From an optimization exercise on the open Yosys and OpenROAD flow, aimed at small area, a short achievable clock period and few clock cycles per item; shortcuts taken in it are not production practice. Only simulation tests tie the RTL to the original design; equivalence was not proved. Power figures rest on the tool's default switching activity, not on a simulated workload.

<file path="flow/flow/run.sh">
#!/bin/bash
# Standard layout, except that the port buffers are buf_2 cells rather than the
# delay-cell buffers buffer_ports picks by default.
set -euo pipefail
export BUFFER_PORTS_ARGS="-buffer_cell sky130_fd_sc_hd__buf_2"
bash standard.sh > standard_flow.log 2>&1
</file>
<file path="flow/standard.sh">
#!/bin/bash
# synth_recipe.tcl (not shown) runs the flow's synth.tcl, then flattens the netlist and writes it again
# the make line also repeats each setting of config.mk as NAME=value (left out here)
make -C /OpenROAD-flow-scripts/flow DESIGN_CONFIG=/design/flow/config.mk WORK_HOME=/design/flow/orfs CLKGATE_MAP_FILE= SYNTH_SCRIPT=/design/flow/synth_recipe.tcl "${@:-finish}"
</file>
<file path="flow/config.mk">
export PLATFORM = sky130hd
export DESIGN_NAME = ex_stage_muldiv
export DESIGN_NICKNAME = ex_stage_muldiv
export VERILOG_FILES = /design/flow/design.v
export SDC_FILE = /design/flow/constraint.sdc
export NUM_CORES = 4
export LEC_CHECK = 0
export ABC_AREA = 1
export CAP_MARGIN = 20
export CORE_MARGIN = 2
export CORE_UTILIZATION = 40
export SETUP_SLACK_MARGIN = 3.0
export SLEW_MARGIN = 20
</file>
<file path="flow/constraint.sdc">
create_clock -name core_clock -period 10.0 [get_ports {clk}]
set_input_delay 2.0000 -clock core_clock [delete_from_list [all_inputs] [get_ports {clk}]]
set_output_delay 2.0000 -clock core_clock [all_outputs]
set_load 0.01 [all_outputs]
</file>
<file path="flow/design.v">
module ex_stage_muldiv #(
  parameter int unsigned DATA_W  = 32,
  parameter int unsigned SHAMT_W = $clog2(DATA_W)
) (
  input  logic              clk,
  input  logic              rst_n,
  input  logic              pridictor_wrong,
  input  logic [3:0]        id_ex_alu_op,
  input  logic              id_ex_reg_dst,
  input  logic              id_ex_alu_src,
  input  logic              id_ex_mem_read,
  input  logic              id_ex_mem_write,
  input  logic              id_ex_mem_to_reg,
  input  logic              id_ex_reg_write,
  input  logic              id_ex_branch,
  input  logic              id_ex_branch_bne,
  input  logic [DATA_W-1:0] id_ex_reg_read_data1,
  input  logic [DATA_W-1:0] id_ex_reg_read_data2,
  input  logic [4:0]        id_ex_rs,
  input  logic [4:0]        id_ex_rt,
  input  logic [4:0]        id_ex_rd,
  input  logic [DATA_W-1:0] id_ex_sign_extended,
  input  logic [DATA_W-1:0] ex_mem_alu_result,
  input  logic [DATA_W-1:0] wb_write_data,
  input  logic [4:0]        ex_mem_rd,
  input  logic [4:0]        mem_wb_rd,
  input  logic              ex_mem_reg_write_in,
  input  logic              mem_wb_reg_write,
  output logic [DATA_W-1:0] ex_mem_alu_result_out,
  output logic [DATA_W-1:0] ex_mem_reg_read_data2,
  output logic [4:0]        ex_mem_rd_out,
  output logic              ex_mem_mem_read,
  output logic              ex_mem_mem_write,
  output logic              ex_mem_mem_to_reg,
  output logic              ex_mem_reg_write,
  output logic              ex_mem_branch,
  output logic              ex_mem_branch_bne,
  output logic [4:0]        id_ex_rt_out,
  output logic              id_ex_mem_read_out,
  output logic              ex_stall,
  output logic              md_busy
);
  localparam int unsigned W = 32;
  logic [5:0] funct;
  logic [4:0] shamt;
  logic       is_r, is_md, is_mf, flush, bubble, keep;
  assign flush = pridictor_wrong;
  assign funct = id_ex_sign_extended[5:0];
  assign shamt = id_ex_sign_extended[10:6];
  assign is_r  = (id_ex_alu_op == 4'b0010);
  assign is_md = is_r && (funct[5:2] == 4'b0110);
  assign is_mf = is_r && (funct[5:2] == 4'b0100) && !funct[0];
  assign ex_stall           = !flush && md_busy && (is_md || is_mf);
  assign id_ex_rt_out       = flush ? 5'd0 : id_ex_rt;
  assign id_ex_mem_read_out = flush ? 1'b0 : id_ex_mem_read;
  assign bubble = flush || ex_stall || is_md;
  assign keep   = !bubble;
  logic sel_a_ex, sel_a_wb, sel_b_ex, sel_b_wb;
  logic [W-1:0] fwd_a, fwd_b, alu_b;
  assign sel_a_ex = ex_mem_reg_write_in && (ex_mem_rd != 5'd0) && (ex_mem_rd == id_ex_rs);
  assign sel_a_wb = mem_wb_reg_write && (mem_wb_rd != 5'd0) && (mem_wb_rd == id_ex_rs);
  assign sel_b_ex = ex_mem_reg_write_in && (ex_mem_rd != 5'd0) && (ex_mem_rd == id_ex_rt);
  assign sel_b_wb = mem_wb_reg_write && (mem_wb_rd != 5'd0) && (mem_wb_rd == id_ex_rt);
  assign fwd_a = sel_a_ex ? ex_mem_alu_result : (sel_a_wb ? wb_write_data : id_ex_reg_read_data1);
  assign fwd_b = sel_b_ex ? ex_mem_alu_result : (sel_b_wb ? wb_write_data : id_ex_reg_read_data2);
  assign alu_b = id_ex_alu_src ? id_ex_sign_extended : fwd_b;
  logic op_add, op_sub, op_and, op_or, op_xor, op_nor, op_slt, op_sltu;
  logic op_sll, op_srl, op_sra, op_hi, op_lo;
  always_comb begin
    {op_add, op_sub, op_and, op_or, op_xor, op_nor, op_slt, op_sltu} = '0;
    {op_sll, op_srl, op_sra, op_hi, op_lo} = '0;
    if (is_r) begin
      case (funct)
        6'b100000, 6'b100001: op_add  = 1'b1;
        6'b100010, 6'b100011: op_sub  = 1'b1;
        6'b100100:            op_and  = 1'b1;
        6'b100101:            op_or   = 1'b1;
        6'b100110:            op_xor  = 1'b1;
        6'b100111:            op_nor  = 1'b1;
        6'b101010:            op_slt  = 1'b1;
        6'b101011:            op_sltu = 1'b1;
        6'b000000:            op_sll  = 1'b1;
        6'b000010:            op_srl  = 1'b1;
        6'b000011:            op_sra  = 1'b1;
        6'b010000:            op_hi   = 1'b1;
        6'b010010:            op_lo   = 1'b1;
        default: ;
      endcase
    end else begin
      case (id_ex_alu_op)
        4'b0000, 4'b0100: op_add = 1'b1;
        4'b0001:          op_sub = 1'b1;
        4'b0101:          op_and = 1'b1;
        4'b0110:          op_or  = 1'b1;
        4'b0111:          op_slt = 1'b1;
        4'b1000:          op_xor = 1'b1;
        default: ;
      endcase
    end
  end
  logic         sub;
  logic [W:0]   sum;
  logic         lt_s, lt_u;
  assign sub  = op_sub || op_slt || op_sltu;
  pfx_add #(.W(W)) u_alu_add (.a(fwd_a), .b(alu_b ^ {W{sub}}), .ci(sub), .s(sum[W-1:0]), .co(sum[W]));
  assign lt_u = !sum[W];
  assign lt_s = (fwd_a[W-1] ^ alu_b[W-1]) ? fwd_a[W-1] : sum[W-1];
  logic [W-1:0] sh_in, sh_out, sh_rev;
  logic         sh_fill;
  always_comb begin
    for (int i = 0; i < W; i++) sh_in[i] = op_sll ? fwd_b[W-1-i] : fwd_b[i];
  end
  assign sh_fill = op_sra && fwd_b[W-1];
  assign sh_out  = W'($signed({sh_fill, sh_in}) >>> shamt);
  always_comb begin
    for (int i = 0; i < W; i++) sh_rev[i] = sh_out[W-1-i];
  end
  logic [W-1:0] hi_q, lo_q, alu_res;
  always_comb begin
    alu_res = ({W{keep && (op_add || op_sub)}} & sum[W-1:0])
            | ({W{keep && op_and}} & (fwd_a & alu_b))
            | ({W{keep && op_or }} & (fwd_a | alu_b))
            | ({W{keep && op_xor}} & (fwd_a ^ alu_b))
            | ({W{keep && op_nor}} & ~(fwd_a | alu_b))
            | ({W{keep && (op_srl || op_sra)}} & sh_out)
            | ({W{keep && op_sll}} & sh_rev)
            | ({W{keep && op_hi }} & hi_q)
            | ({W{keep && op_lo }} & lo_q);
    alu_res[0] = alu_res[0] | (keep && op_slt && lt_s) | (keep && op_sltu && lt_u);
  end
  always_ff @(posedge clk or negedge rst_n) begin
    if (!rst_n) begin
      ex_mem_alu_result_out <= '0;
      ex_mem_reg_read_data2 <= '0;
      ex_mem_rd_out         <= '0;
      ex_mem_mem_read       <= 1'b0;
      ex_mem_mem_write      <= 1'b0;
      ex_mem_mem_to_reg     <= 1'b0;
      ex_mem_reg_write      <= 1'b0;
      ex_mem_branch         <= 1'b0;
      ex_mem_branch_bne     <= 1'b0;
    end else begin
      ex_mem_alu_result_out <= alu_res;
      ex_mem_reg_read_data2 <= fwd_b & {W{keep}};
      ex_mem_rd_out         <= (id_ex_reg_dst ? id_ex_rd : id_ex_rt) & {5{keep}};
      ex_mem_mem_read       <= id_ex_mem_read   && keep;
      ex_mem_mem_write      <= id_ex_mem_write  && keep;
      ex_mem_mem_to_reg     <= id_ex_mem_to_reg && keep;
      ex_mem_reg_write      <= id_ex_reg_write  && keep;
      ex_mem_branch         <= id_ex_branch     && keep;
      ex_mem_branch_bne     <= id_ex_branch_bne && keep;
    end
  end
  localparam int unsigned WA = W + 3;
  logic         busy_q, m_div_q, m_mul_q, m_nl_q, m_hi_q;    
  logic         hinv_q;                                      
  logic         dv_q, sg_q, an_q, qn_q, dneg_q, fixu_q, nega_q, bp_q;
  logic [3:0]   cnt_q;
  logic [W-1:0] d_q;
  logic         p1_q, p2_q, n1_q, n2_q, q1_q, q2_q, r1_q, r2_q, cx_q;
  logic         accept;
  assign md_busy = busy_q;
  assign accept  = is_md && !flush && !busy_q;
  logic [WA-1:0] bx, bx2, x1, y1, s1, x2, y2, s2;
  logic [W-1:0]  m1, m2;
  logic          g1, g2;
  assign bx  = {{3{sg_q && d_q[W-1]}}, d_q};
  assign bx2 = {bx[WA-2:0], 1'b0};
  assign x1 = ({WA{m_div_q}} & {2'b00, hi_q, lo_q[W-1]})
            | ({WA{m_mul_q || m_hi_q}} & ({{3{hi_q[W-1]}}, hi_q} ^ {WA{m_hi_q && hinv_q}}))
            | ({WA{m_nl_q}} & {3'b111, ~lo_q});
  assign y1 = ({WA{p1_q}} & bx) | ({WA{p2_q}} & bx2) | ({WA{n1_q}} & ~bx) | ({WA{n2_q}} & ~bx2);
  pfx_add #(.W(WA)) u_add1 (.a(x1), .b(y1), .ci(n1_q || n2_q || cx_q), .s(s1), .co());
  assign g1 = !s1[WA-1];
  assign m1 = g1 ? s1[W-1:0] : x1[W-1:0];
  assign x2 = m_div_q ? {2'b00, m1, lo_q[W-2]} : {{2{s1[WA-1]}}, s1[WA-1:2]};
  assign y2 = ({WA{q1_q}} & bx) | ({WA{q2_q}} & bx2) | ({WA{r1_q}} & ~bx) | ({WA{r2_q}} & ~bx2);
  pfx_add #(.W(WA)) u_add2 (.a(x2), .b(y2), .ci(r1_q || r2_q), .s(s2), .co());
  assign g2 = !s2[WA-1];
  assign m2 = g2 ? s2[W-1:0] : x2[W-1:0];
  logic [WA-1:0] yd, xk, sk;
  logic          skip;
  assign yd   = bx ^ {WA{!dneg_q}};
  assign xk   = {3'b000, hi_q[W-9:0], lo_q[W-1:W-8]};
  pfx_add #(.W(WA)) u_addk (.a(xk), .b(yd), .ci(!dneg_q), .s(sk), .co());
  assign skip = (hi_q[W-1:W-8] == '0) && sk[WA-1] && (cnt_q <= 4'd11);
  always_ff @(posedge clk) begin
    if (accept) d_q <= fwd_b;
  end
  logic to_nl, to_nh, to_fx, div_end, mul_end;
  assign to_nl   = dv_q && qn_q && (d_q != '0);
  assign to_nh   = dv_q && an_q;
  assign to_fx   = !dv_q && fixu_q;
  assign div_end = (cnt_q == 4'd15);
  assign mul_end = (cnt_q == 4'd7);
  logic         busy_d, m_div_d, m_mul_d, m_nl_d, m_hi_d, hinv_d, nega_d, bp_d;
  logic         dv_d, sg_d, an_d, qn_d, dneg_d, fixu_d;
  logic [3:0]   cnt_d;
  logic [W-1:0] hi_d, lo_d;
  logic [3:0]   nb;        
  always_comb begin
    busy_d = busy_q; m_div_d = m_div_q; m_mul_d = m_mul_q; m_nl_d = m_nl_q; m_hi_d = m_hi_q;
    hinv_d = hinv_q; nega_d = nega_q; bp_d = bp_q; cnt_d = cnt_q;
    dv_d = dv_q; sg_d = sg_q; an_d = an_q; qn_d = qn_q; dneg_d = dneg_q; fixu_d = fixu_q;
    hi_d = hi_q; lo_d = lo_q;
    nb = lo_q[7:4];
    if (accept) begin
      busy_d  = 1'b1;
      dv_d    = funct[1];
      sg_d    = !funct[0];
      an_d    = !funct[0] && fwd_a[W-1];
      qn_d    = !funct[0] && (fwd_a[W-1] ^ fwd_b[W-1]);
      dneg_d  = funct[1] && !funct[0] && fwd_b[W-1];
      fixu_d  = funct[0] && fwd_a[W-1];
      nega_d  = funct[1] && !funct[0] && fwd_a[W-1];
      m_nl_d  = funct[1] && !funct[0] && fwd_a[W-1];
      m_div_d = funct[1] && !(!funct[0] && fwd_a[W-1]);
      m_mul_d = !funct[1];
      m_hi_d  = 1'b0;
      hinv_d  = 1'b0;
      cnt_d   = '0;
      bp_d    = 1'b0;
      hi_d    = '0;
      lo_d    = fwd_a;
      nb      = fwd_a[3:0];
    end else if (busy_q) begin
      if (m_div_q) begin
        if (skip) begin
          cnt_d = cnt_q + 4'd4;
          hi_d  = {hi_q[W-9:0], lo_q[W-1:W-8]};
          lo_d  = {lo_q[W-9:0], 8'd0};
        end else begin
          cnt_d = cnt_q + 4'd1;
          hi_d  = m2;
          lo_d  = {lo_q[W-3:0], g1, g2};
          if (div_end) begin
            m_div_d = 1'b0;
            m_nl_d  = to_nl;
            m_hi_d  = !to_nl && to_nh;
            hinv_d  = 1'b1;
            busy_d  = to_nl || to_nh;
          end
        end
      end else if (m_mul_q) begin
        cnt_d = cnt_q + 4'd1;
        bp_d  = lo_q[3];
        hi_d  = s2[W+1:2];
        lo_d  = {s2[1:0], s1[1:0], lo_q[W-1:4]};
        if (mul_end) begin
          m_mul_d = 1'b0;
          m_hi_d  = to_fx;
          hinv_d  = 1'b0;
          busy_d  = to_fx;
        end
      end else if (m_nl_q) begin
        lo_d    = s1[W-1:0];
        nega_d  = 1'b0;
        m_nl_d  = 1'b0;
        m_div_d = nega_q;
        m_hi_d  = !nega_q && an_q;
        hinv_d  = 1'b1;
        busy_d  = nega_q || an_q;
      end else begin
        hi_d    = s1[W-1:0];
        m_hi_d  = 1'b0;
        busy_d  = 1'b0;
      end
    end
  end
  logic [2:0] bd1, bd2;
  logic       p1_d, p2_d, n1_d, n2_d, q1_d, q2_d, r1_d, r2_d, cx_d;
  assign bd1 = {nb[1], nb[0], bp_d};
  assign bd2 = {nb[3], nb[2], nb[1]};
  always_comb begin
    {p1_d, p2_d, n1_d, n2_d, q1_d, q2_d, r1_d, r2_d, cx_d} = '0;
    if (m_div_d) begin
      p1_d = dneg_d;  n1_d = !dneg_d;
      q1_d = dneg_d;  r1_d = !dneg_d;
    end else if (m_mul_d) begin
      p1_d = (bd1 == 3'b001) || (bd1 == 3'b010);
      p2_d = (bd1 == 3'b011);
      n2_d = (bd1 == 3'b100);
      n1_d = (bd1 == 3'b101) || (bd1 == 3'b110);
      q1_d = (bd2 == 3'b001) || (bd2 == 3'b010);
      q2_d = (bd2 == 3'b011);
      r2_d = (bd2 == 3'b100);
      r1_d = (bd2 == 3'b101) || (bd2 == 3'b110);
    end else if (m_hi_d) begin
      p1_d = !hinv_d; cx_d = hinv_d;
    end else if (m_nl_d) begin
      cx_d = 1'b1;
    end
  end
  always_ff @(posedge clk or negedge rst_n) begin
    if (!rst_n) begin
      busy_q  <= 1'b0;
      m_div_q <= 1'b0;
      m_mul_q <= 1'b0;
      m_nl_q  <= 1'b0;
      m_hi_q  <= 1'b0;
      hinv_q  <= 1'b0;
      nega_q  <= 1'b0;
      cnt_q   <= '0;
      bp_q    <= 1'b0;
      dv_q    <= 1'b0;
      sg_q    <= 1'b0;
      an_q    <= 1'b0;
      qn_q    <= 1'b0;
      dneg_q  <= 1'b0;
      fixu_q  <= 1'b0;
      hi_q    <= '0;
      lo_q    <= '0;
      {p1_q, p2_q, n1_q, n2_q, q1_q, q2_q, r1_q, r2_q, cx_q} <= '0;
    end else begin
      busy_q  <= busy_d;
      m_div_q <= m_div_d;
      m_mul_q <= m_mul_d;
      m_nl_q  <= m_nl_d;
      m_hi_q  <= m_hi_d;
      hinv_q  <= hinv_d;
      nega_q  <= nega_d;
      cnt_q   <= cnt_d;
      bp_q    <= bp_d;
      dv_q    <= dv_d;
      sg_q    <= sg_d;
      an_q    <= an_d;
      qn_q    <= qn_d;
      dneg_q  <= dneg_d;
      fixu_q  <= fixu_d;
      hi_q    <= hi_d;
      lo_q    <= lo_d;
      {p1_q, p2_q, n1_q, n2_q, q1_q, q2_q, r1_q, r2_q, cx_q} <=
        {p1_d, p2_d, n1_d, n2_d, q1_d, q2_d, r1_d, r2_d, cx_d};
    end
  end
endmodule
module pfx_add #(parameter int W = 32) (
  input  logic [W-1:0] a, b,
  input  logic         ci,
  output logic [W-1:0] s,
  output logic         co
);
  localparam int L = $clog2(W);
  logic [W-1:0] x, g, p, gn, pn;
  assign x = a ^ b;
  always_comb begin
    g = a & b;
    p = x;
    g[0] = (a[0] & b[0]) | (x[0] & ci);
    for (int l = 0; l < L; l++) begin
      gn = g;
      pn = p;
      for (int i = (1 << l); i < W; i++) begin
        gn[i] = g[i] | (p[i] & g[i - (1 << l)]);
        pn[i] = p[i] & p[i - (1 << l)];
      end
      g = gn;
      p = pn;
    end
  end
  assign s  = x ^ {g[W-2:0], ci};
  assign co = g[W-1];
endmodule
</file>
==> notes.md, run 1 <==
fillers 7204; CTS tree yes; Top delay family on crit path compound AO/OA/AOI/OAI gates; Critical Path RT 10.35 ns; gp weighted congestion 1.111; DRC viols 0; worst hold slack 0.5166 ns; final antenna-violating net count 0; Inserted Clock Buffers 17; Top FF cell, synth dfrtp_1; Pwr Total 11.06 mW; Vias/cell 6.220; syn_nets 4616; worst skew pair latency 0.53 ns; Max-Cap Viols 0; layout overhead on the synthesized area 12.35%; H-tree Lvls 4; post-synthesis cell count 4213; die height 261.0 µm; Syn Area/Cell 6.271 µm²; Worst Tran Pin Value 1.241 ns; Core ar. 0.06563 mm²; share of cells above drive strength 1 13.22%; Die Wd 261.0 µm; WP data arrival 7.22 ns; global-route wire length before repair 214200 µm; EDFF count, synth 32; # hold bufs at CTS 0; Yosys cell types 65; Hold Path Class reg2reg; DR iter-0 viols 4420; Antenna diodes 0; Syn Std Cell Area 0.02642 mm²; Rows 94; starting density of the core 40.26%; critical path type in2reg; DR vias 32800; largest net degree at the start of global routing 71; final WL 151800 µm; io pins 285; Pleak 14.51 nW; max_slew headroom 15.13%; PwrDens 372.5 mW/mm²; Yosys warning count 3; Fin. Hold Viols 0; dpl hpwl 121600 µm; Setup crit end kind flip-flop; initial antenna violation count 1; worst stage delay on the critical path 0.56 ns; setup violators final 0; Async SR Flop Fraction 83.84%; clk sinks 198; fin. max-slew vios 0; TritonRoute pass-1 iters 8; Max Clock Freq 145.6 MHz; Yosys reg bits 198; Longest Clk Path Bufs 2; CP Max Fanout 30; worst hold path endpoint qn_q; Startpoint Class input port; WHS Path Cells 2; vias in the first global route 30520; Avg WL per Cell 28.79 µm; Crit path top cell by count nand2_1; grt ovf 0; critical path's slowest cell o21ai_0; I/O Buffers 284; run status complete, no violations; final net count 4799; hold path startpoint qn_q; RSZ-0062 raised after global routing yes; cell count after placement 5220; register area share after synthesis 19.36%; die area 0.06812 mm²; Final Critical Period 6.867 ns; RR Startpoint m_hi_q; reg2reg path depth 29; Finished Layout Cells 5273; Worst-path clk slew 0.09 ns; Final Cycle Share 68.67%; skew final 0.02264 ns; VDD IR-drop max 0.2552 mV; r2r endpoint hi_q[31]; CP bufs+invs 4; clock root buffer master clkbuf_16; Total GRT Usage 43.70%; CP Cell Sequence buf_2 -> inv_1 -> nand2_1 -> a21oi_2 -> nand3b_4 -> inv_6 -> nand2_1 -> nand2_1 -> inv_1 -> nand2_1 -> o21ai_0 -> xor2_1 -> ha_1 -> a21oi_1 -> o21ai_0 -> a21oi_1 -> nand3_1 -> nand2_1 -> o211ai_1 -> a21o_1 -> o21ai_0 -> nand4_1; R2R Setup Slk 3.15 ns; Final TNS setup 0 ns
[routing by layer]
layer	track usage (%)	up-vias	routed length, µm
li1	-	14860	-
met1	52.86	15260	56730
met2	65.31	2135	63510
met3	10.11	539	15610
met4	37.99	2	15930
met5	0	-	13
[kinds of logic (layout without fill, tap and decap cells)]
group           Yosys count  in the layout  synth area share (%)
flops                   198            198                 19.36
compound gates         1071           1071                 24.13
buf+inv                 707            900                 10.63
xor+xnor                139            139                 4.637
simple gates           1897           1900                 31.58
fa+ha+maj               201            201                 9.661
[metrics by stage]
step / utilization [%] / cell area [µm²] / worst slack (ns)
2_1_floorplan: - / 26420 / 4.505
3_5_place_dp: 43.46 / 28520 / 1.622
3_3_place_gp: 43.46 / 28520 / 1.782
4_1_cts: 44.68 / 29320 / 2.953
6_report: 45.23 / 29680 / 3.133
5_1_grt: 45.23 / 29680 / 2.972
[cell usage after synthesis, drive strengths merged, types with 45 or more instances]
cell / n / share of area, %
nand2: 946 / 14
nand3: 502 / 9.6
or2: 45 / 1.1
o21ai: 380 / 7.3
xnor2: 61 / 2.0
nand4: 49 / 1.2
o2111ai: 47 / 1.6
o211ai: 82 / 2.3
nor2: 282 / 4.1
buf: 87 / 1.8
o22ai: 87 / 2.1
dfrtp: 166 / 16
ha: 196 / 9.3
clkbuf: 122 / 1.7
inv: 494 / 7.0
xor2: 78 / 2.6
a21oi: 302 / 5.7
[worst register-to-register path: cells and delay by family (launching register included)]
| family | cells | cell delay [ns] |
|---|---|---|
| compound gates | 11 | 2.42 |
| xor+xnor | 1 | 0.32 |
| fa+ha+maj | 3 | 1.33 |
| buf+inv | 5 | 0.86 |
| flops | 1 | 0.47 |
| simple gates | 9 | 1.33 |
[worst max path at each step]
stage	start	to	slack (ns)	cells past startpoint
CTS	m_hi_q	hi_q[6]	2.95	31
global route	id_ex_rt[4]	ex_mem_alu_result_out[28]	2.97	22
floorplan	m_div_q	hi_q[23]	4.51	30
global placement	m_nl_q	hi_q[2]	1.78	29
detailed placement	m_nl_q	hi_q[20]	1.62	30
finish	id_ex_rt[4]	ex_mem_alu_result_out[28]	3.13	22
[area by class of cell]
cell class / count / area (µm²) / area share (%)
multi-input combinational: 3311 / 18880 / 63.62
clock buffer: 18 / 439.2 / 1.480
inverter: 498 / 1901 / 6.403
clock inverter: 14 / 153.9 / 0.5185
sequential: 198 / 5125 / 17.27
timing repair inverter: 1 / 5.005 / 0.01686
timing repair buffer: 369 / 2093 / 7.052
tap: 864 / 1081 / 3.642
[layout by cell type, fill, tap and decap left out, types with 28 or more instances in the layout]
| cell type | n |
|---|---|
| o211ai_1 | 82 |
| or2_2 | 41 |
| nor2_1 | 272 |
| xnor2_1 | 57 |
| inv_1 | 458 |
| ha_1 | 194 |
| o2111ai_1 | 43 |
| o21ai_1 | 34 |
| buf_2 | 283 |
| dfrtp_1 | 160 |
| nor3_1 | 28 |
| nand2_1 | 926 |
| xor2_1 | 71 |
| nand3_1 | 496 |
| buf_4 | 82 |
| o21ai_0 | 340 |
| a21oi_1 | 296 |
| o221ai_1 | 37 |
| nand4_1 | 48 |
| edfxtp_1 | 32 |
| o22ai_1 | 87 |
| inv_2 | 28 |
[power breakdown]
group | leakage (nW) | switching [mW] | internal, mW | total [mW]
logic | 11.8 | 6.39 | 2.52 | 8.91
registers | 2.39 | 0.402 | 0.991 | 1.39
clock network | 0.291 | 0.415 | 0.341 | 0.756
[what timing repair did]
action                                  in CTS  in global routing
resized for setup                           25                 55
setup buffers                               10                  7
gates cloned                                 2                  2
endpoints found under the setup margin      36                 38
pin swaps                                    4                  4
Testbench counts, summed over its fixed seeds: cycles 7,077, instrs 4,816.
==> run 2, diff against run 1 <==
--- a/flow/config.mk
+++ b/flow/config.mk
@@ -10,4 +10,4 @@
 export CORE_MARGIN = 2
 export CORE_UTILIZATION = 40
-export SETUP_SLACK_MARGIN = 3.0
+export SETUP_SLACK_MARGIN = 3.5
 export SLEW_MARGIN = 20
==> notes.md, run 2 <==
run status complete, no violations (unchanged); layout overhead on the synthesized area 15.75% (was 12.35%); largest area contributor in the synthesized netlist dfrtp_1 (unchanged); Finished Cell Area 0.03058 mm² (was 0.02968 mm²); share of cells above drive strength 1 15.91% (was 13.22%); Syn Std Cell Area 0.02642 mm² (unchanged); Worst Tran Pin Value 1.303 ns (was 1.241 ns); DR vias 33200 (was 32800); CP Max Fanout 18 (was 30); initial antenna violation count 1 (unchanged); Rows 94 (unchanged); global-route wire length before repair 215600 µm (was 214200 µm); post-synthesis cell count 4213 (unchanged); clk sinks 198 (unchanged); Yosys cell types 65 (unchanged); worst stage delay on the critical path 0.49 ns (was 0.56 ns); io pins 285 (unchanged); PwrDens 383.0 mW/mm² (was 372.5 mW/mm²); fin. max-slew vios 0 (unchanged); Setup crit end kind flip-flop (unchanged); VDD IR-drop max 0.2624 mV (was 0.2552 mV); Worst-path clk slew 0.09 ns (about the same); Final Cycle Share 63.96% (was 68.67%); DRC viols 0 (unchanged); Top FF cell, synth dfrtp_1 (unchanged); syn_nets 4616 (unchanged); Startpoint Class flip-flop (was input port); clock root buffer master clkbuf_16 (unchanged); Async SR Flop Fraction 83.84% (unchanged); largest net degree at the start of global routing 71 (unchanged); fillers 7108 (was 7204); Syn Area/Cell 6.271 µm² (unchanged); Cell Area, Placed 0.02852 mm² (unchanged); final net count 4841 (was 4799); Hold Path Class reg2reg (unchanged); commonest non-fill, non-tap cell in the layout nand2_1 (unchanged); Pleak 14.81 nW (was 14.51 nW); die area 0.06812 mm² (unchanged); EDFF count, synth 32 (unchanged); commonest non-fill, non-tap cells in the layout nand2_1 (921), nand3_1 (492), inv_1 (455) (was nand2_1 (926), nand3_1 (496), inv_1 (458)); critical path type reg2reg (was in2reg); TritonRoute pass-1 iters 8 (unchanged); Max-Cap Viols 0 (unchanged); Vias/cell 6.245 (was 6.220); slack of the critical path 3.604 ns (was 3.133 ns); setup violators final 0 (unchanged); Pwr Total 11.71 mW (was 11.06 mW); RSZ-0062 raised after global routing yes (unchanged); die height 261.0 µm (unchanged); worst skew pair latency 0.54 ns (was 0.53 ns); DR iter-0 viols 4602 (was 4420); Multi-input gate area 0.01940 mm² (was 0.01888 mm²); Longest Clk Path Bufs 2 (unchanged); I/O Buffers 284 (unchanged); CTS tree yes (unchanged); register area 0.005126 mm² (was 0.005125 mm²); top post-synthesis cells by area dfrtp_1 (16%), nand2_1 (13%), nand3_1 (9.4%), ha_1 (9.3%), o21ai_0 (6.7%) (unchanged); register area share after synthesis 19.36% (unchanged); cell with the most instances after synthesis nand2_1 (unchanged); WP data arrival 6.85 ns (was 7.22 ns); dpl hpwl 121600 µm (unchanged); Synth top area share 15.72% (unchanged); critical path's slowest cell dfrtp_2 (was o21ai_0); Max Clock Freq 156.4 MHz (was 145.6 MHz); skew final 0.01777 ns (was 0.02264 ns); max_slew headroom 10.91% (was 15.13%); Yosys warning count 3 (unchanged); H-tree Lvls 4 (unchanged); Die Wd 261.0 µm (unchanged); Core ar. 0.06563 mm² (unchanged); Fin. Hold Viols 0 (unchanged); vias in the first global route 30600 (was 30520); Avg WL per Cell 28.90 µm (was 28.79 µm); Inserted Clock Buffers 17 (unchanged); Final TNS setup 0 ns (unchanged); final WL 153600 µm (was 151800 µm); top cells by count, synth nand2_1 (929), nand3_1 (497), inv_1 (463), o21ai_0 (352), a21oi_1 (301) (unchanged); Yosys reg bits 198 (unchanged); gp weighted congestion 1.111 (unchanged); starting density of the core 40.26% (unchanged); Critical Path RT 10.46 ns (was 10.35 ns); final core utilization 46.60% (was 45.23%); Place WS 1.622 ns (unchanged); final antenna-violating net count 0 (unchanged); Total GRT Usage 44.02% (was 43.70%); Crit path top cell by count o21ai_0 (was nand2_1); Final Critical Period 6.396 ns (was 6.867 ns); grt ovf 0 (unchanged)
run 2: area by class of cell:
class / instances / area share (%)
tap: 864 / 3.535
sequential: 198 / 16.76
antenna: 1 / 0.008183
timing repair inverter: 3 / 0.06956
multi-input combinational: 3312 / 63.43
clock inverter: 14 / 0.5033
timing repair buffer: 408 / 7.937
clock buffer: 18 / 1.436
inverter: 498 / 6.317
run 2: metal layers:
metal	part of all wire [%]	global-route usage, %
met2	42	65.81
met1	37	53.71
met5	0	0
met4	10	37.15
met3	10	10.10
run 2: worst max-delay path: cells and delay by family (launching register included):
kind / cells / cell delay, ns
buffers and inverters: 3 / 0.50
AOI/OAI and AO/OA: 15 / 3.03
adders and majority gates: 2 / 0.86
DFF: 1 / 0.49
xor gates and xnor gates: 1 / 0.49
and+or+nand+nor: 7 / 0.92
run 2: path summary, 6_finish.rpt:
check                           startpoint                to  slack [ns]  cells after the start
worst max-delay path                m_hi_q           hi_q[6]        3.60                     28
worst min-delay path              cnt_q[0]          cnt_q[0]        0.52                      1
worst max register to register      m_hi_q           hi_q[6]        3.60                     28
worst min register to register    cnt_q[0]          cnt_q[0]        0.52                      1
max in group asynchronous            rst_n            m_nl_q        6.44                      3
min in group asynchronous            rst_n  ex_mem_rd_out[1]        1.42                      1
run 2: cells by family after synthesis:
| group | after synthesis | synth area share, % |
|---|---|---|
| AND/OR/NAND/NOR | 1897 | 31.58 |
| AO/OA/AOI/OAI | 1071 | 24.13 |
| buffers and inverters | 707 | 10.63 |
| adder cells (fa/ha/maj) | 201 | 9.661 |
| flip-flops | 198 | 19.36 |
| XOR/XNOR | 139 | 4.637 |
run 2: report_power, final:
group          leakage [nW]  total, mW  switching [mW]  internal, mW
clock network         0.291      0.758           0.417         0.341
logic                  12.1       9.57            6.66          2.90
registers              2.39       1.39           0.396         0.991
run 2: repair_timing:
item	4_1_cts	5_1_grt
hold buffers	0	0
setup endpoints to repair	46	46
endpoints found under the hold margin	0	0
pin swaps	8	25
resized for setup	81	127
cloned	4	4
setup buffers	17	37
run 2: through the flow:
| step | instances | hold WS [ns] |
|---|---|---|
| 2_1_floorplan | 4213 | 0.4538 |
| 3_3_place_gp | 5220 | 0.4964 |
| 3_5_place_dp | 5220 | 0.4986 |
| 4_1_cts | 5273 | 0.5208 |
| 5_1_grt | 5315 | 0.5402 |
| 6_report | 5316 | 0.5213 |
==> run 3, diff against run 2 <==
--- a/flow/config.mk
+++ b/flow/config.mk
@@ -7,7 +7,7 @@
 export LEC_CHECK = 0
 export ABC_AREA = 1
-export CAP_MARGIN = 20
+export CAP_MARGIN = 10
 export CORE_MARGIN = 2
 export CORE_UTILIZATION = 40
 export SETUP_SLACK_MARGIN = 3.5
-export SLEW_MARGIN = 20
+export SLEW_MARGIN = 10
==> notes.md, run 3 <==
run status complete, no violations (unchanged); Switching Share 63.88% (was 63.85%); EDFF count, synth 32 (unchanged); DRC viols 0 (unchanged); global-route wire length before repair 215600 µm (unchanged); Max-Cap Viols 0 (unchanged); worst hold slack 0.5217 ns (was 0.5213 ns); combinational power share 81.7% (about the same); vias in the first global route 30600 (unchanged); CTS tree yes (unchanged); skew final 0.01814 ns (was 0.01777 ns); worst skew pair latency 0.53 ns (was 0.54 ns); Inserted Clock Buffers 17 (unchanged); Core ar. 0.06563 mm² (unchanged); DR vias 33140 (was 33200); Worst Tran Pin Value 1.262 ns (was 1.303 ns); post-synthesis cell count 4213 (unchanged); Final Cycle Share 63.75% (was 63.96%); commonest non-fill, non-tap cell in the layout nand2_1 (unchanged); cell count after placement 5220 (unchanged); Setup crit end kind flip-flop (unchanged); Switch Pwr 7.487 mW (was 7.479 mW); Startpoint Class flip-flop (unchanged); io pins 285 (unchanged); max_slew headroom 13.72% (was 10.91%); Rows 94 (unchanged); dpl hpwl 121600 µm (about the same); share of cells above drive strength 1 15.88% (was 15.91%); Yosys reg bits 198 (unchanged); starting density of the core 40.26% (unchanged); RSZ-0062 raised after global routing yes (unchanged); DR iter-0 viols 4513 (was 4602); critical path type reg2reg (unchanged); Die Wd 261.0 µm (unchanged); cell with the most instances after synthesis nand2_1 (unchanged); Finished Layout Cells 5316 (unchanged); largest area contributor in the synthesized netlist dfrtp_1 (unchanged); Synth top area share 15.72% (unchanged); final net count 4842 (was 4841); Avg WL per Cell 28.86 µm (was 28.90 µm); clk sinks 198 (unchanged); commonest non-fill, non-tap cells in the layout nand2_1 (921), nand3_1 (492), inv_1 (456) (was nand2_1 (921), nand3_1 (492), inv_1 (455)); top cells by count, synth nand2_1 (929), nand3_1 (497), inv_1 (463), o21ai_0 (352), a21oi_1 (301) (unchanged); setup violators final 0 (unchanged); grt ovf 0 (unchanged); gp weighted congestion 1.111 (unchanged); fin. max-slew vios 0 (unchanged); Total GRT Usage 44.02% (about the same); Worst-path clk slew 0.09 ns (about the same); CP Max Fanout 10 (was 18); initial antenna violation count 1 (unchanged); top post-synthesis cells by area dfrtp_1 (16%), nand2_1 (13%), nand3_1 (9.4%), ha_1 (9.3%), o21ai_0 (6.7%) (unchanged); Hold Path Class reg2reg (unchanged); VDD IR-drop max 0.2608 mV (was 0.2624 mV); final WL 153400 µm (was 153600 µm); final antenna-violating net count 0 (unchanged); Pwr Total 11.72 mW (was 11.71 mW); Multi-input gate area 0.01939 mm² (was 0.01940 mm²); Max Clock Freq 156.9 MHz (was 156.4 MHz); clock root buffer master clkbuf_16 (unchanged); Top FF cell, synth dfrtp_1 (unchanged); register area share after synthesis 19.36% (unchanged); sequential share of power 11.9% (was 11.8%); Yosys cell types 65 (unchanged); syn_nets 4616 (unchanged); I/O Buffers 284 (unchanged); register area 0.005126 mm² (unchanged); layout overhead on the synthesized area 15.74% (was 15.75%); Int Power 4.234 mW (was 4.235 mW); Longest Clk Path Bufs 2 (unchanged); Yosys warning count 3 (unchanged); largest net degree at the start of global routing 71 (unchanged); # hold bufs at CTS 0 (unchanged); Final Critical Period 6.375 ns (was 6.396 ns); Fin. Hold Viols 0 (unchanged); fillers 7108 (unchanged); TritonRoute pass-1 iters 6 (was 8); Critical Path RT 10.46 ns (about the same); WP data arrival 6.83 ns (was 6.85 ns); Final TNS setup 0 ns (unchanged); Pleak 14.82 nW (was 14.81 nW); final core utilization 46.59% (was 46.60%); Antenna diodes 0 (was 1); die area 0.06812 mm² (unchanged); Syn Area/Cell 6.271 µm² (unchanged); Clock power frac 6.5% (about the same); H-tree Lvls 4 (unchanged); Syn Std Cell Area 0.02642 mm² (unchanged); Vias/cell 6.234 (was 6.245); PwrDens 383.3 mW/mm² (was 383.0 mW/mm²); Async SR Flop Fraction 83.84% (unchanged); die height 261.0 µm (unchanged)
-- run 3: layout make-up --
type                       count  area share (%)
multi-input combinational   3312           63.41
sequential                   198           16.76
timing repair buffer         409           7.963
inverter                     498           6.318
tap                          864           3.535
clock buffer                  18           1.436
clock inverter                14          0.5033
timing repair inverter         3         0.06956
-- run 3: through the flow --
stage	setup slack (ns)	area [µm²]
2_1_floorplan	4.505	26420
3_3_place_gp	1.782	28520
3_5_place_dp	1.622	28520
4_1_cts	3.503	29620
5_1_grt	3.484	30580
6_report	3.625	30580
-- run 3: metal layers --
layer	share of wire (%)	vias up	track usage [%]
met2	42	2086	65.80
met1	37	15540	53.72
met3	10	553	10.10
met4	10	2	37.15
met5	0.0078	-	0
li1	-	14960	-
-- run 3: power by group through the flow --
stage               Combinational (mW)  Clock, mW  Sequential (mW)
floorplan                         5.11          0             1.17
global placement                  8.19          0             1.36
detailed placement                8.05          0             1.36
CTS                               8.45      0.762             1.36
global route                      10.0      0.787             1.38
finish                            9.57      0.757             1.39
-- run 3: kinds of logic after synthesis --
family	Yosys count	share of synthesized area, %
compound gates	1071	24.13
xor+xnor	139	4.637
fa+ha+maj	201	9.661
buf+inv	707	10.63
flops	198	19.36
simple gates	1897	31.58
-- run 3: what timing repair did --
action                                  in CTS  in global routing
buffers inserted                            17                 38
gates resized for setup                     81                126
endpoints found under the setup margin      46                 46
pin swaps                                    8                 26
gates cloned                                 4                  4
endpoints found under the hold margin        0                  0
-- run 3: path summary, 6_finish.rpt --
check / slack, ns / depth (start not counted) / end / start
hold / removal: 0.52 / 1 / cnt_q[0] / cnt_q[0]
hold reg to reg: 0.52 / 1 / cnt_q[0] / cnt_q[0]
setup / recovery: 3.62 / 26 / hi_q[6] / hi_q[15]
max in group asynchronous: 6.47 / 3 / m_nl_q / rst_n
setup reg to reg: 3.62 / 26 / hi_q[6] / hi_q[15]
min in group asynchronous: 1.42 / 1 / ex_mem_rd_out[1] / rst_n
-- run 3: worst max-delay path, cell delays in order (launching register included) --
cell and delay, ns:
dfrtp_1 0.77, o221ai_1 0.31, a31oi_4 0.33, inv_1 0.09
ha_2 0.34, a21oi_2 0.26, o21ai_1 0.16, a21oi_2 0.23
inv_1 0.06, o21ai_1 0.12, nand4_1 0.18, nand2_4 0.17
buf_12 0.15, a21oi_1 0.06, o21ai_0 0.09, o21ai_0 0.24
ha_1 0.48, nand2_1 0.17, o21ai_0 0.32, a21o_1 0.19
a21oi_1 0.08, o21ai_0 0.21, xor2_1 0.52, o221ai_1 0.29
a211oi_1 0.23, o21ai_0 0.13, nand2_1 0.07
==> run 4, diff against run 3 <==
--- a/flow/design.v
+++ b/flow/design.v
@@ -102,5 +102,5 @@
   logic [W:0]   sum;
   logic         lt_s, lt_u;
-  assign sub  = op_sub || op_slt || op_sltu;
+  assign sub  = is_r ? funct[1] : id_ex_alu_op[0];
   pfx_add #(.W(W)) u_alu_add (.a(fwd_a), .b(alu_b ^ {W{sub}}), .ci(sub), .s(sum[W-1:0]), .co(sum[W]));
   assign lt_u = !sum[W];
@@ -109,7 +109,7 @@
   logic         sh_fill;
   always_comb begin
-    for (int i = 0; i < W; i++) sh_in[i] = op_sll ? fwd_b[W-1-i] : fwd_b[i];
+    for (int i = 0; i < W; i++) sh_in[i] = funct[1] ? fwd_b[i] : fwd_b[W-1-i];
   end
-  assign sh_fill = op_sra && fwd_b[W-1];
+  assign sh_fill = funct[1] && funct[0] && fwd_b[W-1];
   assign sh_out  = W'($signed({sh_fill, sh_in}) >>> shamt);
   always_comb begin
--- a/flow/config.mk
+++ b/flow/config.mk
@@ -7,7 +7,7 @@
 export LEC_CHECK = 0
 export ABC_AREA = 1
-export CAP_MARGIN = 10
+export CAP_MARGIN = 20
 export CORE_MARGIN = 2
 export CORE_UTILIZATION = 40
-export SETUP_SLACK_MARGIN = 3.5
-export SLEW_MARGIN = 10
+export SETUP_SLACK_MARGIN = 3.0
+export SLEW_MARGIN = 20
==> notes.md, run 4 <==
Place WS 2.242 ns (was 1.622 ns); Core ar. 0.06470 mm² (was 0.06563 mm²); register area share after synthesis 19.46% (was 19.36%); Rows 93 (was 94); CP Max Fanout 37 (was 10); DRC viols 0 (unchanged); TritonRoute pass-1 iters 7 (was 6); global-route wire length before repair 210400 µm (was 215600 µm); Hold Path Class reg2reg (unchanged); critical path's slowest cell o2111ai_1 (was dfrtp_1); run status complete, no violations (unchanged); largest area contributor in the synthesized netlist dfrtp_1 (unchanged); Setup crit end kind flip-flop (unchanged); fin. max-slew vios 0 (unchanged); Inserted Clock Buffers 17 (unchanged); share of cells above drive strength 1 11.89% (was 15.88%); origin of the worst setup path hinv_q (was hi_q[15]); final net count 4832 (was 4842); top post-synthesis cells by area dfrtp_1 (16%), nand2_1 (14%), nand3_1 (11%), ha_1 (9.3%), inv_1 (6.5%) (was dfrtp_1 (16%), nand2_1 (13%), nand3_1 (9.4%), ha_1 (9.3%), o21ai_0 (6.7%)); Yosys reg bits 198 (unchanged); worst skew pair latency 0.52 ns (was 0.53 ns); RSZ-0062 raised after global routing yes (unchanged); worst stage delay on the critical path 0.84 ns (was 0.77 ns); setup violators final 0 (unchanged); starting density of the core 40.62% (was 40.26%); critical path type reg2reg (unchanged); worst hold slack 0.5195 ns (was 0.5217 ns); slack of the critical path 3.171 ns (was 3.625 ns); Clock power frac 6.9% (was 6.5%); Max Clock Freq 146.4 MHz (was 156.9 MHz); Pwr Total 11.21 mW (was 11.72 mW); Final Cycle Share 68.29% (was 63.75%); dpl hpwl 119000 µm (was 121600 µm); grt ovf 0 (unchanged); Yosys warning count 3 (unchanged); final WL 147700 µm (was 153400 µm); commonest non-fill, non-tap cells in the layout nand2_1 (983), nand3_1 (562), inv_1 (448) (was nand2_1 (921), nand3_1 (492), inv_1 (456)); Die Wd 260.3 µm (was 261.0 µm); VDD IR-drop max 0.2199 mV (was 0.2608 mV); H-tree Lvls 4 (unchanged); Worst-path clk slew 0.10 ns (was 0.09 ns); initial antenna violation count 8 (was 1); io pins 285 (unchanged); WP data arrival 7.28 ns (was 6.83 ns); gp weighted congestion 1.061 (was 1.111); Pleak 14.35 nW (was 14.82 nW); worst setup path end hi_q[0] (was hi_q[6]); DR iter-0 viols 4840 (was 4513); CTS tree yes (unchanged); die height 260.3 µm (was 261.0 µm); Cell Area, Placed 0.02844 mm² (was 0.02852 mm²); clock root buffer master clkbuf_16 (unchanged); Worst Tran Pin Value 1.288 ns (was 1.262 ns); R2R Setup Slk 3.17 ns (was 3.62 ns); Yosys cell types 62 (was 65); Avg WL per Cell 27.85 µm (was 28.86 µm); DR vias 32880 (was 33140); Syn Area/Cell 6.181 µm² (was 6.271 µm²); vias in the first global route 30350 (was 30600); Switch Pwr 7.337 mW (was 7.487 mW); cell with the most instances after synthesis nand2_1 (unchanged); skew final 0.01605 ns (was 0.01814 ns); Max-Cap Viols 0 (unchanged); Total GRT Usage 42.78% (was 44.02%); Fin. Hold Viols 0 (unchanged); Vias/cell 6.197 (was 6.234); RR Startpoint hinv_q (was hi_q[15]); combinational power share 80.0% (was 81.7%); r2r endpoint hi_q[0] (was hi_q[6]); reg2reg path depth 27 (was 26); commonest non-fill, non-tap cell in the layout nand2_1 (unchanged); Final Critical Period 6.829 ns (was 6.375 ns); Top FF cell, synth dfrtp_1 (unchanged); Synth top area share 15.81% (was 15.72%); post-synthesis cell count 4252 (was 4213); largest net degree at the start of global routing 74 (was 71); Final TNS setup 0 ns (unchanged); Switching Share 65.43% (was 63.88%); Longest Clk Path Bufs 2 (unchanged); PwrDens 381.5 mW/mm² (was 383.3 mW/mm²); Crit path top cell by count nor2_1 (was o21ai_0); max_slew headroom 13.25% (was 13.72%); final antenna-violating net count 0 (unchanged); Syn Std Cell Area 0.02628 mm² (was 0.02642 mm²); top cells by count, synth nand2_1 (986), nand3_1 (562), inv_1 (456), o21ai_0 (339), a21oi_1 (321) (was nand2_1 (929), nand3_1 (497), inv_1 (463), o21ai_0 (352), a21oi_1 (301)); I/O Buffers 284 (unchanged); # hold bufs at CTS 0 (unchanged); Int Power 3.876 mW (was 4.234 mW); sequential share of power 13.1% (was 11.9%); die area 0.06777 mm² (was 0.06812 mm²); Critical Path RT 10.45 ns (was 10.46 ns); clk sinks 198 (unchanged); Finished Cell Area 0.02939 mm² (was 0.03058 mm²); Startpoint Class flip-flop (unchanged); Async SR Flop Fraction 83.84% (unchanged); EDFF count, synth 32 (unchanged); layout overhead on the synthesized area 11.82% (was 15.74%); syn_nets 4655 (was 4616)
==> run 4: changes by cell type after synthesis, moves of 12 or more <==
cell,previous run,this run
buf_1,26,38
o21ai_0,352,339
nand3_1,497,562
inv_2,31,13
nand2_1,929,986
a21oi_1,301,321
o21ai_1,23,8
==> run 4: power groups by stage <==
stage | logic, mW | clock network [mW] | registers (mW)
after global routing | 9.50 | 0.805 | 1.45
final | 8.97 | 0.774 | 1.47
after detailed placement | 8.32 | 0 | 1.43
after floorplan | 5.37 | 0 | 1.17
after CTS | 8.40 | 0.773 | 1.42
after global placement | 8.45 | 0 | 1.43
==> run 4: metrics by stage <==
stage,cells,utilization (%)
2_1_floorplan,4252,-
6_report,5305,45.43
3_3_place_gp,5251,43.96
5_1_grt,5303,45.42
4_1_cts,5284,44.99
3_5_place_dp,5251,43.96
==> run 4: routing by layer <==
layer / GRT usage [%] / share of wire [%] / vias up
li1: - / - / 14910
met5: 0 / 0.017 / -
met1: 53.18 / 38 / 15340
met4: 33.75 / 9.7 / 4
met3: 7.780 / 9.9 / 491
met2: 65.28 / 42 / 2133
==> run 4: critical path: cells and delay by family, from the launching register on <==
family	cells	cell delay [ns]
compound gates	8	2.18
xor+xnor	2	0.84
fa+ha+maj	2	0.79
buf+inv	4	0.63
flops	1	0.45
simple gates	11	1.82
==> run 4: final cells by class <==
type	instances	area (µm²)
antenna	8	20.02
clock buffer	17	425.4
clock inverter	15	192.7
fill	7217	35310
inverter	475	1817
multi-input combinational	3367	18640
sequential	198	5121
tap	855	1070
timing repair buffer	367	2082
timing repair inverter	3	20.02
==> run 4: cells by family after synthesis <==
family / Yosys count / share of synthesized area (%)
xor gates and xnor gates: 134 / 4.465
and+or+nand+nor: 2020 / 33.62
AOI/OAI and AO/OA: 1012 / 22.52
DFF: 198 / 19.46
adders and majority gates: 201 / 9.712
buffers and inverters: 687 / 10.22
==> run 4: repair_timing <==
item,4_1_cts,5_1_grt
resized for setup,10,46
gates cloned,1,2
buffers inserted,0,11
endpoints found under the setup margin,38,44
==> run 4: worst min-delay path by stage <==
stage | startpoint | endpoint | slack, ns | depth (start not counted)
after floorplan | qn_q | qn_q | 0.46 | 1
after global placement | cnt_q[0] | cnt_q[0] | 0.50 | 1
after detailed placement | cnt_q[0] | cnt_q[0] | 0.50 | 1
after CTS | cnt_q[0] | cnt_q[0] | 0.52 | 1
after global routing | cnt_q[0] | cnt_q[0] | 0.55 | 1
final | cnt_q[0] | cnt_q[0] | 0.52 | 1
Testbench counts of run 4, summed over its fixed seeds: cycles 7,077, instrs 4,816.
==> run 5, diff against run 4 <==
--- a/flow/config.mk
+++ b/flow/config.mk
@@ -10,4 +10,4 @@
 export CORE_MARGIN = 2
 export CORE_UTILIZATION = 40
-export SETUP_SLACK_MARGIN = 3.0
+export SETUP_SLACK_MARGIN = 3.5
 export SLEW_MARGIN = 20
==> notes.md, run 5 <==
combinational power share 81.0% (was 80.0%); worst hold slack 0.5139 ns (was 0.5195 ns); layout overhead on the synthesized area 14.75% (was 11.82%); initial antenna violation count 9 (was 8); RSZ-0062 raised after global routing yes (unchanged); CP bufs+invs 5 (was 4); grt ovf 0 (unchanged); largest net degree at the start of global routing 74 (unchanged); Pwr Total 11.85 mW (was 11.21 mW); critical path type reg2reg (unchanged); CTS tree yes (unchanged); vias in the first global route 30440 (was 30350); max_slew headroom 15.23% (was 13.25%); share of cells above drive strength 1 13.86% (was 11.89%); commonest non-fill, non-tap cells in the layout nand2_1 (981), nand3_1 (562), inv_1 (445) (was nand2_1 (983), nand3_1 (562), inv_1 (448)); Total GRT Usage 42.88% (was 42.78%); Int Power 4.265 mW (was 3.876 mW); # hold bufs at CTS 0 (unchanged); Syn Std Cell Area 0.02628 mm² (unchanged); Syn Area/Cell 6.181 µm² (unchanged); final WL 149200 µm (was 147700 µm); top post-synthesis cells by area dfrtp_1 (16%), nand2_1 (14%), nand3_1 (11%), ha_1 (9.3%), inv_1 (6.5%) (unchanged); Clock power frac 6.6% (was 6.9%); setup violators final 0 (unchanged); commonest non-fill, non-tap cell in the layout nand2_1 (unchanged); Die Wd 260.3 µm (unchanged); Vias/cell 6.231 (was 6.197); TritonRoute pass-1 iters 8 (was 7); critical path's slowest cell o2111ai_1 (unchanged); Longest Clk Path Bufs 2 (unchanged); Worst Tran Pin Value 1.258 ns (was 1.288 ns); cell count after placement 5251 (unchanged); Top FF cell, synth dfrtp_1 (unchanged); Final TNS setup 0 ns (unchanged); Final Critical Period 6.535 ns (was 6.829 ns); gp weighted congestion 1.061 (unchanged); die area 0.06777 mm² (unchanged); Yosys warning count 3 (unchanged); Switch Pwr 7.584 mW (was 7.337 mW); starting density of the core 40.62% (unchanged); final core utilization 46.62% (was 45.43%); H-tree Lvls 4 (unchanged); fillers 7142 (was 7217); CP Max Fanout 37 (unchanged); EDFF count, synth 32 (unchanged); Async SR Flop Fraction 83.84% (unchanged); Switching Share 64.01% (was 65.43%); post-synthesis cell count 4252 (unchanged); register area 0.005127 mm² (was 0.005121 mm²); clk sinks 198 (unchanged); top cells by count, synth nand2_1 (986), nand3_1 (562), inv_1 (456), o21ai_0 (339), a21oi_1 (321) (unchanged); DRC viols 0 (unchanged); Top delay family on crit path compound AO/OA/AOI/OAI gates (unchanged); VDD IR-drop max 0.2272 mV (was 0.2199 mV); Critical Path RT 10.40 ns (was 10.45 ns); Hold Path Class reg2reg (unchanged); final net count 4871 (was 4832); dpl hpwl 119000 µm (unchanged); Max-Cap Viols 0 (unchanged); global-route wire length before repair 210900 µm (was 210400 µm); Rows 93 (unchanged); Finished Layout Cells 5346 (was 5305); run status complete, no violations (unchanged); Avg WL per Cell 27.92 µm (was 27.85 µm); DR vias 33310 (was 32880); Place WS 2.242 ns (unchanged); Pleak 14.63 nW (was 14.35 nW); Yosys cell types 62 (unchanged); syn_nets 4655 (unchanged); Setup crit end kind flip-flop (unchanged); Startpoint Class flip-flop (unchanged); worst skew pair latency 0.53 ns (was 0.52 ns); Multi-input gate area 0.01898 mm² (was 0.01864 mm²); Finished Cell Area 0.03016 mm² (was 0.02939 mm²); Final Cycle Share 65.35% (was 68.29%); sequential share of power 12.4% (was 13.1%); clock root buffer master clkbuf_16 (unchanged); Core ar. 0.06470 mm² (unchanged); Crit path top cell by count o21ai_0 (was nor2_1); io pins 285 (unchanged); WP data arrival 6.94 ns (was 7.28 ns); cell with the most instances after synthesis nand2_1 (unchanged); fin. max-slew vios 0 (unchanged); DR iter-0 viols 4696 (was 4840); Fin. Hold Viols 0 (unchanged); Worst-path clk slew 0.10 ns (about the same); Synth top area share 15.81% (unchanged); die height 260.3 µm (unchanged); Yosys reg bits 198 (unchanged); largest area contributor in the synthesized netlist dfrtp_1 (unchanged); register area share after synthesis 19.46% (unchanged); Max Clock Freq 153.0 MHz (was 146.4 MHz); slack of the critical path 3.465 ns (was 3.171 ns); final antenna-violating net count 0 (unchanged); I/O Buffers 284 (unchanged); skew final 0.01910 ns (was 0.01605 ns); worst stage delay on the critical path 0.71 ns (was 0.84 ns); Cell Area, Placed 0.02844 mm² (unchanged); Inserted Clock Buffers 17 (unchanged); PwrDens 392.9 mW/mm² (was 381.5 mW/mm²)
-- run 5: cell counts after synthesis --
No cell type changed its count.
-- run 5: repair_timing --
item,CTS,global route
pin swaps,0,14
endpoints found under the setup margin,50,50
resized for setup,42,95
setup buffers,10,35
cloned,3,5
-- run 5: layout make-up --
type / count / share of cell area, %
clock buffers: 17 / 1.410
flip-flops and latches: 198 / 17.00
repair inverters: 4 / 0.09956
clock inverters: 15 / 0.6389
repair buffers: 402 / 8.231
well taps: 855 / 3.547
diodes: 10 / 0.08297
inverters: 475 / 6.061
multi-input cells: 3370 / 62.93
-- run 5: cell families (layout without fill, tap and decap cells) --
logic type / Yosys count / count (layout) / synth area share, %
buf+inv: 687 / 913 / 10.22
other cells: 0 / 10 / 0
fa+ha+maj: 201 / 201 / 9.712
compound gates: 1012 / 1012 / 22.52
simple gates: 2020 / 2023 / 33.62
flops: 198 / 198 / 19.46
xor+xnor: 134 / 134 / 4.465
-- run 5: power by group through the flow --
| stage | combinational, mW | clock [mW] | sequential [mW] |
|---|---|---|---|
| final | 9.60 | 0.780 | 1.47 |
| after global routing | 10.2 | 0.805 | 1.45 |
| after CTS | 8.51 | 0.773 | 1.42 |
| after detailed placement | 8.32 | 0 | 1.43 |
| after global placement | 8.45 | 0 | 1.43 |
| after floorplan | 5.37 | 0 | 1.17 |
-- run 5: final timing paths --
| path | from | end | slack (ns) | depth (start not counted) |
|---|---|---|---|---|
| hold reg to reg | cnt_q[0] | cnt_q[0] | 0.51 | 1 |
| setup / recovery | m_hi_q | hi_q[0] | 3.46 | 28 |
| setup reg to reg | m_hi_q | hi_q[0] | 3.46 | 28 |
| max in group asynchronous | rst_n | n1_q | 6.97 | 2 |
| min in group asynchronous | rst_n | ex_mem_alu_result_out[14] | 1.50 | 1 |
| hold / removal | cnt_q[0] | cnt_q[0] | 0.51 | 1 |
-- run 5: metal layers --
metal	GRT usage, %	up-vias	wire length (µm)
met4	33.75	0	14520
met3	7.537	501	15560
met2	65.52	2292	63490
li1	-	15000	-
met5	0	-	0
met1	53.42	15520	55660
==> run 6, diff against run 5 <==
--- a/flow/design.v
+++ b/flow/design.v
@@ -159,4 +159,5 @@
   logic [W-1:0] d_q;
   logic         p1_q, p2_q, n1_q, n2_q, q1_q, q2_q, r1_q, r2_q, cx_q;
+  logic         xm_q, xi_q, xl_q;
   logic         accept;
   assign md_busy = busy_q;
@@ -168,6 +169,6 @@
   assign bx2 = {bx[WA-2:0], 1'b0};
   assign x1 = ({WA{m_div_q}} & {2'b00, hi_q, lo_q[W-1]})
-            | ({WA{m_mul_q || m_hi_q}} & ({{3{hi_q[W-1]}}, hi_q} ^ {WA{m_hi_q && hinv_q}}))
-            | ({WA{m_nl_q}} & {3'b111, ~lo_q});
+            | ({WA{xm_q}} & ({{3{hi_q[W-1]}}, hi_q} ^ {WA{xi_q}}))
+            | ({WA{xl_q}} & {3'b111, ~lo_q});
   assign y1 = ({WA{p1_q}} & bx) | ({WA{p2_q}} & bx2) | ({WA{n1_q}} & ~bx) | ({WA{n2_q}} & ~bx2);
   pfx_add #(.W(WA)) u_add1 (.a(x1), .b(y1), .ci(n1_q || n2_q || cx_q), .s(s1), .co());
@@ -312,4 +313,5 @@
       lo_q    <= '0;
       {p1_q, p2_q, n1_q, n2_q, q1_q, q2_q, r1_q, r2_q, cx_q} <= '0;
+      {xm_q, xi_q, xl_q} <= '0;
     end else begin
       busy_q  <= busy_d;
@@ -332,4 +334,7 @@
       {p1_q, p2_q, n1_q, n2_q, q1_q, q2_q, r1_q, r2_q, cx_q} <=
         {p1_d, p2_d, n1_d, n2_d, q1_d, q2_d, r1_d, r2_d, cx_d};
+      xm_q    <= m_mul_d || m_hi_d;
+      xi_q    <= m_hi_d && hinv_d;
+      xl_q    <= m_nl_d;
     end
   end
==> notes.md, run 6 <==
run status complete, no violations (unchanged); fin. max-slew vios 0 (unchanged); EDFF count, synth 32 (unchanged); final core utilization 46.01% (was 46.62%); Worst-path clk slew 0.10 ns (about the same); RSZ-0062 raised after global routing yes (unchanged); worst stage delay on the critical path 0.56 ns (was 0.71 ns); Multi-input gate area 0.01945 mm² (was 0.01898 mm²); cell with the most instances after synthesis nand2_1 (unchanged); WP data arrival 6.82 ns (was 6.94 ns); top cells by count, synth nand2_1 (811), nand3_1 (566), inv_1 (482), a21oi_1 (332), o21ai_0 (332) (was nand2_1 (986), nand3_1 (562), inv_1 (456), o21ai_0 (339), a21oi_1 (321)); Final Cycle Share 63.92% (was 65.35%); grt ovf 0 (unchanged); Final Critical Period 6.392 ns (was 6.535 ns); initial antenna violation count 2 (was 9); CTS tree yes (unchanged); fillers 7203 (was 7142); Yosys reg bits 200 (was 198); dpl hpwl 116700 µm (was 119000 µm); register area 0.005176 mm² (was 0.005127 mm²); DRC viols 0 (unchanged); clock root buffer master clkbuf_16 (unchanged); Max Clock Freq 156.4 MHz (was 153.0 MHz); top post-synthesis cells by area dfrtp_1 (15%), nand2_1 (11%), nand3_1 (10%), ha_1 (9.0%), inv_1 (6.7%) (was dfrtp_1 (16%), nand2_1 (14%), nand3_1 (11%), ha_1 (9.3%), inv_1 (6.5%)); Critical Path RT 10.43 ns (was 10.40 ns); register area share after synthesis 19.02% (was 19.46%); Synth top area share 15.48% (was 15.81%); Setup crit end kind flip-flop (unchanged); I/O Buffers 284 (unchanged); Top FF cell, synth dfrtp_1 (unchanged); syn_nets 4658 (was 4655); worst skew pair latency 0.53 ns (about the same); die area 0.07000 mm² (was 0.06777 mm²); global-route wire length before repair 209900 µm (was 210900 µm); RR Startpoint m_div_q (was m_hi_q); gp weighted congestion 1.101 (was 1.061); layout overhead on the synthesized area 13.77% (was 14.75%); Core ar. 0.06716 mm² (was 0.06470 mm²); Async SR Flop Fraction 84.00% (was 83.84%); Syn Std Cell Area 0.02716 mm² (was 0.02628 mm²); hold path startpoint cnt_q[0] (unchanged); CP Max Fanout 54 (was 37); Rows 95 (was 93); share of cells above drive strength 1 17.09% (was 13.86%); Worst Tran Pin Value 1.235 ns (was 1.258 ns); Antenna diodes 0 (was 10); worst setup path end hi_q[19] (was hi_q[0]); TritonRoute pass-1 iters 8 (unchanged); reg2reg path depth 33 (was 28); Die Wd 264.6 µm (was 260.3 µm); Yosys warning count 3 (unchanged); commonest non-fill, non-tap cells in the layout nand2_1 (806), nand3_1 (565), inv_1 (473) (was nand2_1 (981), nand3_1 (562), inv_1 (445)); H-tree Lvls 4 (unchanged); final WL 148000 µm (was 149200 µm); Fin. Hold Viols 0 (unchanged); VDD IR-drop max 0.1655 mV (was 0.2272 mV); Startpoint Class flip-flop (unchanged); largest area contributor in the synthesized netlist dfrtp_1 (unchanged); Syn Area/Cell 6.383 µm² (was 6.181 µm²); commonest non-fill, non-tap cell in the layout nand2_1 (unchanged); cell count after placement 5247 (was 5251); max_slew headroom 15.51% (was 15.23%); Hold Path Class reg2reg (unchanged); io pins 285 (unchanged); R2R Setup Slk 3.61 ns (was 3.46 ns); die height 264.6 µm (was 260.3 µm); Finished Cell Area 0.03090 mm² (was 0.03016 mm²); worst hold slack 0.5312 ns (was 0.5139 ns); final net count 4871 (unchanged); Crit path top cell by count nand2_1 (was o21ai_0); critical path type reg2reg (unchanged); Total GRT Usage 40.91% (was 42.88%); Vias/cell 6.244 (was 6.231); # hold bufs at CTS 0 (unchanged); Max-Cap Viols 0 (unchanged); r2r endpoint hi_q[19] (was hi_q[0]); clk sinks 200 (was 198); starting density of the core 40.44% (was 40.62%); Longest Clk Path Bufs 2 (unchanged); largest net degree at the start of global routing 71 (was 74); Finished Layout Cells 5354 (was 5346); DR vias 33430 (was 33310); DR iter-0 viols 5232 (was 4696); Pleak 14.95 nW (was 14.63 nW); Inserted Clock Buffers 17 (unchanged); critical path's slowest cell o221ai_1 (was o2111ai_1); skew final 0.02413 ns (was 0.01910 ns); Yosys cell types 74 (was 62); Cell Area, Placed 0.02904 mm² (was 0.02844 mm²); setup violators final 0 (unchanged); final antenna-violating net count 0 (unchanged); Avg WL per Cell 27.64 µm (was 27.92 µm); Final TNS setup 0 ns (unchanged); PwrDens 110.8 mW/mm² (was 392.9 mW/mm²); vias in the first global route 30790 (was 30440); origin of the worst setup path m_div_q (was m_hi_q); post-synthesis cell count 4255 (was 4252)
## run 6: cell count changes in the layout (fill, tap and decap cells not counted), sizes merged, moves of 21 or more
| cell | before | now |
|---|---|---|
| nor2 | 282 | 253 |
| inv | 473 | 518 |
| nand3 | 563 | 625 |
| o21ai | 349 | 373 |
| nand2 | 1000 | 866 |
| o22ai | 91 | 112 |
| o2111ai | 43 | 9 |
## run 6: metrics by stage
step                setup slack, ns  power (mW)
detailed placement            2.498       2.469
finish                        3.608       3.424
global route                  3.407       3.559
floorplan                     4.453       1.881
global placement              2.503       2.476
CTS                           3.528       3.308
## run 6: cell families after synthesis
kind of cell,share of synthesized area (%)
simple gates,33.12
compound gates,23.00
buf+inv,11.12
fa+ha+maj,9.397
flops,19.02
xor+xnor,4.353
## run 6: area by class of cell
cell class | instances | share of cell area, %
Clock inverter | 15 | 0.7531
Tap cell | 873 | 3.535
Timing Repair Buffer | 407 | 8.130
Clock buffer | 17 | 1.377
Inverter | 518 | 6.409
Sequential cell | 200 | 16.75
Multi-Input combinational cell | 3319 | 62.93
Timing Repair inverter | 5 | 0.1134
## run 6: timing repair
item | CTS | global route
gates cloned | 3 | 5
gates resized for setup | 52 | 97
pin swaps | 6 | 24
endpoints found under the setup margin | 38 | 49
setup buffers | 13 | 50
## run 6: layer usage
metal | track usage, % | vias up | wire [µm]
met4 | 34.47 | 2 | 15160
met1 | 51.58 | 15530 | 56240
met2 | 60.09 | 2305 | 60790
met5 | 0 | - | 11
li1 | - | 15050 | -
met3 | 8.110 | 544 | 15800
## run 6: worst min path at each step
stage | endpoint | depth (start not counted)
floorplan | qn_q | 2
global placement | qn_q | 2
detailed placement | qn_q | 2
CTS | qn_q | 2
global route | cnt_q[0] | 1
finish | cnt_q[0] | 1
## run 6: critical path, delay by kind of cell, from the launching register on
kind | cells | cell delay [ns]
compound gates | 9 | 1.83
buf+inv | 7 | 1.04
fa+ha+maj | 2 | 0.79
xor+xnor | 1 | 0.29
flops | 1 | 0.38
simple gates | 14 | 1.85
## run 6: power by group
group / switching (mW) / internal [mW] / total (mW)
logic: 1.11 / 0.492 / 1.60
clock network: 0.467 / 0.361 / 0.828
registers: 0.105 / 0.889 / 0.994
total: 1.68 / 1.74 / 3.42
Testbench counts of run 6, summed over its fixed seeds: cycles 7,077, instrs 4,816.

## separate check: timing with driven ports
No port has a modelled driver above. Below, the same layouts with a new extraction and two added sets of constraints. Step 1, drivers: a clkbuf_16 drives clk and a buf_2 each remaining input, both assumed. Step 2 times the ports against the registers' clock, not the clock port: input delays grow and output delays shrink by t, the midpoint of the rising clock arrivals with the driver on. a / b / c = no drivers / after step 1 / after step 2; a / b = the first two.
run | t, ns | slack for setup (ns) | hold slack, ns | worst slew at a driven data input, ns
run 1 | 0.589 | 3.133 / 3.150 / 2.585 | 0.517 / 0.517 / 0.517 | 0.10
run 2 | 0.590 | 3.604 / 3.604 / 3.090 | 0.521 / 0.521 / 0.521 | 0.10
run 3 | 0.588 | 3.625 / 3.625 / 3.114 | 0.522 / 0.522 / 0.522 | 0.09
run 4 | 0.577 | 3.171 / 3.171 / 2.738 | 0.519 / 0.519 / 0.519 | 0.12
run 5 | 0.586 | 3.465 / 3.465 / 3.220 | 0.514 / 0.514 / 0.514 | 0.11
run 6 | 0.587 | 3.608 / 3.608 / 3.169 | 0.531 / 0.531 / 0.531 | 0.05
After both steps setup and hold are still met in every run listed. The setup slack of run 1, which loses most, moves by +0.017 ns with the drivers and by -0.548 ns with both steps.
